From an optimization exercise on the open Yosys and OpenROAD flow, aimed at small area, a short achievable clock period and few clock cycles; shortcuts taken in it are not production practice.
Where RTL was checked, it was by simulation tests only, not by an equivalence proof against the original.
Power figures rest on the tool's default switching activity, not on a simulated workload.

==> module flexka, before the edit <==
module flexka (
  input  logic        clk,
  input  logic        rstn,
  input  logic        cmd_valid,
  input  logic [2:0]  cmd,
  input  logic [15:0] cmd_data,
  output logic [1:0]  flexka_state,
  output logic [15:0] out_data,
  output logic [31:0] elapsed_cycles
);
  localparam logic [2:0] C_SIZE_A = 3'd1, C_SIZE_B = 3'd2, C_DATA_A = 3'd3,
                         C_DATA_B = 3'd4, C_OUTADDR = 3'd5, C_START = 3'd6;
  localparam int AW = 36;
  function automatic logic [63:0] csa32(input logic [31:0] x, y, z);
    csa32 = {((x & y) | (x & z) | (y & z)) << 1, x ^ y ^ z};
  endfunction
  function automatic logic [2*AW-1:0] csaw(input logic [AW-1:0] x, y, z);
    csaw = {((x & y) | (x & z) | (y & z)) << 1, x ^ y ^ z};
  endfunction
  logic [15:0] mem_a [8];
  logic [15:0] mem_b [8];
  logic [2:0]  ptr_a, ptr_b;
  logic [2:0]  na1, nb1;   
  logic start;
  assign start = cmd_valid && cmd == C_START && !flexka_state[0];
  always_ff @(posedge clk) begin
    if (!rstn) begin
      ptr_a <= '0;
      ptr_b <= '0;
    end else if (cmd_valid) begin
      case (cmd)
        C_SIZE_A: ptr_a <= '0;
        C_SIZE_B: ptr_b <= '0;
        C_DATA_A: ptr_a <= ptr_a + 3'd1;
        C_DATA_B: ptr_b <= ptr_b + 3'd1;
        default: ;
      endcase
    end
  end
  always_ff @(posedge clk) begin
    if (cmd_valid && cmd == C_SIZE_A) na1 <= cmd_data[2:0] - 3'd1;
    if (cmd_valid && cmd == C_SIZE_B) nb1 <= cmd_data[2:0] - 3'd1;
    for (int k = 0; k < 8; k++) begin
      if (cmd_valid && cmd == C_DATA_A && ptr_a == 3'(k)) mem_a[k] <= cmd_data;
      if (cmd_valid && cmd == C_DATA_B && ptr_b == 3'(k)) mem_b[k] <= cmd_data;
    end
  end
  logic        act, a_first;
  logic [2:0]  ci, cj, ci0, cj0;
  logic [15:0] opa, opb;
  logic        ce, last;
  logic [2:0]  ni, nj, ni0, nj0;
  assign ce   = (ci == na1) || (cj == 3'd0);
  assign last = ce && (ci0 == na1) && (cj0 == nb1);
  always_comb begin
    ni = '0; nj = '0; ni0 = '0; nj0 = '0;
    if (act && !last) begin
      if (!ce) begin
        ni = ci + 3'd1; nj = cj - 3'd1; ni0 = ci0; nj0 = cj0;
      end else if (cj0 != nb1) begin
        ni = ci0; nj = cj0 + 3'd1; ni0 = ci0; nj0 = cj0 + 3'd1;
      end else begin
        ni = ci0 + 3'd1; nj = cj0; ni0 = ci0 + 3'd1; nj0 = cj0;
      end
    end
  end
  logic run_next;
  assign run_next = start || (act && !last);
  always_ff @(posedge clk) begin
    if (!rstn) act <= 1'b0;
    else act <= run_next;
    a_first <= start;
    ci  <= ni;
    cj  <= nj;
    ci0 <= ni0;
    cj0 <= nj0;
    opa <= run_next ? mem_a[ni] : 16'd0;
    opb <= mem_b[nj];
  end
  logic [31:0] pp [16];
  logic [31:0] l1 [11];
  logic [31:0] l2 [8];
  logic [31:0] l3 [6];
  logic [31:0] l4 [4];
  always_comb begin
    for (int k = 0; k < 16; k++) pp[k] = opb[k] ? (32'(opa) << k) : 32'd0;
    for (int g = 0; g < 5; g++) {l1[2*g+1], l1[2*g]} = csa32(pp[3*g], pp[3*g+1], pp[3*g+2]);
    l1[10] = pp[15];
    for (int g = 0; g < 3; g++) {l2[2*g+1], l2[2*g]} = csa32(l1[3*g], l1[3*g+1], l1[3*g+2]);
    l2[6] = l1[9];
    l2[7] = l1[10];
    for (int g = 0; g < 2; g++) {l3[2*g+1], l3[2*g]} = csa32(l2[3*g], l2[3*g+1], l2[3*g+2]);
    l3[4] = l2[6];
    l3[5] = l2[7];
    for (int g = 0; g < 2; g++) {l4[2*g+1], l4[2*g]} = csa32(l3[3*g], l3[3*g+1], l3[3*g+2]);
  end
  logic [31:0]   br [4];
  logic          b_first, b_ce, b_last, pend;
  logic [AW-1:0] acc_s, acc_c;
  always_ff @(posedge clk) begin
    if (!rstn) begin
      b_ce   <= 1'b0;
      b_last <= 1'b0;
    end else begin
      b_ce   <= act && ce && !last;
      b_last <= act && last;
    end
    b_first <= a_first;
    for (int k = 0; k < 4; k++) br[k] <= l4[k];
  end
  logic [AW-1:0] x_s, x_c, t1s, t1c, t2s, t2c, t3s, t3c, t4s, t4c;
  always_comb begin
    x_s = b_first ? '0 : pend ? AW'(acc_s[AW-1:16]) : acc_s;
    x_c = b_first ? '0 : pend ? AW'(acc_c[AW-1:16]) : acc_c;
    {t1c, t1s} = csaw(AW'(br[0]), AW'(br[1]), AW'(br[2]));
    {t2c, t2s} = csaw(AW'(br[3]), x_s, x_c);
    {t3c, t3s} = csaw(t1s, t1c, t2s);
    {t4c, t4s} = csaw(t2c, t3s, t3c);
  end
  always_ff @(posedge clk) begin
    acc_s <= t4s;
    acc_c <= t4c;
    pend  <= b_ce;
  end
  logic        c_v;
  logic [3:0]  wk;
  logic        cout_r;
  logic [15:0] mem_p [14];
  logic [16:0] wsum;
  assign c_v    = pend;
  assign wsum = 17'(acc_s[15:0]) + 17'(acc_c[15:0]) + 17'(cout_r);
  always_ff @(posedge clk) begin
    if (start) begin
      wk     <= '0;
      cout_r <= 1'b0;
    end else if (c_v) begin
      wk     <= wk + 4'd1;
      cout_r <= wsum[16];
    end
    for (int k = 0; k < 14; k++)
      if (c_v && wk == 4'(k)) mem_p[k] <= wsum[15:0];
  end
  logic       busy;
  logic [6:0] cnt;
  always_ff @(posedge clk) begin
    if (!rstn) begin
      busy <= 1'b0;
      cnt  <= '0;
    end else begin
      if (start) busy <= 1'b1;
      else if (b_last) busy <= 1'b0;
      if (start) cnt <= '0;
      else if (busy) cnt <= cnt + 7'd1;
    end
  end
  logic [3:0]  ra0, ra1;
  logic [15:0] out_q;
  logic [31:0] top;
  assign top = acc_s[31:0] + acc_c[31:0] + 32'(cout_r);
  always_ff @(posedge clk) begin
    if (!rstn) begin
      ra0 <= '0;
      ra1 <= '0;
    end else begin
      if (cmd_valid && cmd == C_OUTADDR) ra0 <= cmd_data[3:0];
      ra1 <= ra0;
    end
    if (ra1 == wk) out_q <= top[15:0];
    else if (5'(ra1) == 5'(wk) + 5'd1) out_q <= top[31:16];
    else if (ra1 < wk) out_q <= mem_p[ra1];
    else out_q <= '0;
  end
  assign flexka_state   = {1'b0, busy};
  assign out_data       = out_q;
  assign elapsed_cycles = {25'b0, cnt};
endmodule
make LEC_CHECK=0 CAP_MARGIN=20 CORE_MARGIN=2 CORE_UTILIZATION=40 CTS_CLUSTER_DIAMETER=90 CTS_CLUSTER_SIZE=24 SETUP_SLACK_MARGIN=5 SLEW_MARGIN=20 finish   # period 8.0 ns
run.sh (not shown) runs the stock make flow with config.mk's settings and CLKGATE_MAP_FILE= SYNTH_SCRIPT=/design/flow/synth_recipe.tcl, a recipe that flattens the netlist after the stock synthesis.
The baseline completed with no timing, DRC or antenna violations.
Testbench counts at the start, summed over its fixed seeds: cycles 14,076.
Then changed:
--- a/flow/design.v
+++ b/flow/design.v
@@ -26,13 +26,13 @@
   output logic [1:0]  flexka_state,
   output logic [15:0] out_data,
   output logic [31:0] elapsed_cycles
 );
   localparam logic [2:0] C_SIZE_A = 3'd1, C_SIZE_B = 3'd2, C_DATA_A = 3'd3,
                          C_DATA_B = 3'd4, C_OUTADDR = 3'd5, C_START = 3'd6;
-  localparam int AW = 36;
+  localparam int AW = 37;
   function automatic logic [63:0] csa32(input logic [31:0] x, y, z);
     csa32 = {((x & y) | (x & z) | (y & z)) << 1, x ^ y ^ z};
   endfunction
   function automatic logic [2*AW-1:0] csaw(input logic [AW-1:0] x, y, z);
     csaw = {((x & y) | (x & z) | (y & z)) << 1, x ^ y ^ z};
   endfunction
@@ -118,13 +118,13 @@
   logic [AW-1:0] acc_s, acc_c;
   always_ff @(posedge clk) begin
     if (!rstn) begin
       b_ce   <= 1'b0;
       b_last <= 1'b0;
     end else begin
-      b_ce   <= act && ce && !last;
+      b_ce   <= act && ce;
       b_last <= act && last;
     end
     b_first <= a_first;
     for (int k = 0; k < 4; k++) br[k] <= l4[k];
   end
   logic [AW-1:0] x_s, x_c, t1s, t1c, t2s, t2c, t3s, t3c, t4s, t4c;
@@ -141,25 +141,25 @@
     acc_c <= t4c;
     pend  <= b_ce;
   end
   logic        c_v;
   logic [3:0]  wk;
   logic        cout_r;
-  logic [15:0] mem_p [14];
+  logic [15:0] mem_p [15];
   logic [16:0] wsum;
   assign c_v    = pend;
   assign wsum = 17'(acc_s[15:0]) + 17'(acc_c[15:0]) + 17'(cout_r);
   always_ff @(posedge clk) begin
     if (start) begin
       wk     <= '0;
       cout_r <= 1'b0;
     end else if (c_v) begin
       wk     <= wk + 4'd1;
       cout_r <= wsum[16];
     end
-    for (int k = 0; k < 14; k++)
+    for (int k = 0; k < 15; k++)
       if (c_v && wk == 4'(k)) mem_p[k] <= wsum[15:0];
   end
   logic       busy;
   logic [6:0] cnt;
   always_ff @(posedge clk) begin
     if (!rstn) begin
After rerunning: The changed run produced a clean layout; sequential power rose by about 3%; design area rose by 2.6%; count of clock-buffer cells in the layout rose by 1; setup slack barely changes; clock power stays flat; total power rose by 1.8%; non-clock buffer count rose by 37; flip-flop and latch count rose by 18.
The RTL of the second run of this note was laid out without a check of its function.

==> what the ideal ports hide <==
The flow's constraints put no driver on any port. The routed layouts listed below were extracted and timed again, unchanged, in two steps. Step 1 sets driving cells, clkbuf_16 on the clock port and buf_2 on the other inputs (assumed; they add their load-dependent delay and slew). Step 2 moves the port delays by t, midway between the first and last clock arrival at a register: inputs arrive t later, outputs are due t later. That takes back most of the time a late clock gives input paths. Three values: ideal, step 1, step 2; two values: the first two.
| run | shift t [ns] | setup slack, ns | latest minus earliest clock arrival (ns) | slew at the worst register clock pin (ns) |
|---|---|---|---|---|
| the first run | 0.659 | 5.045 / 5.026 / 4.420 | 0.065 / 0.064 | 0.10 / 0.10 |
| the second run | 0.654 | 5.043 / 5.043 / 4.453 | 0.037 / 0.038 | 0.10 / 0.10 |
After both steps setup and hold are still met in every run listed. For the first run, which loses most, drivers alone change the setup slack by -0.019 ns; drivers and shift together by -0.625 ns.
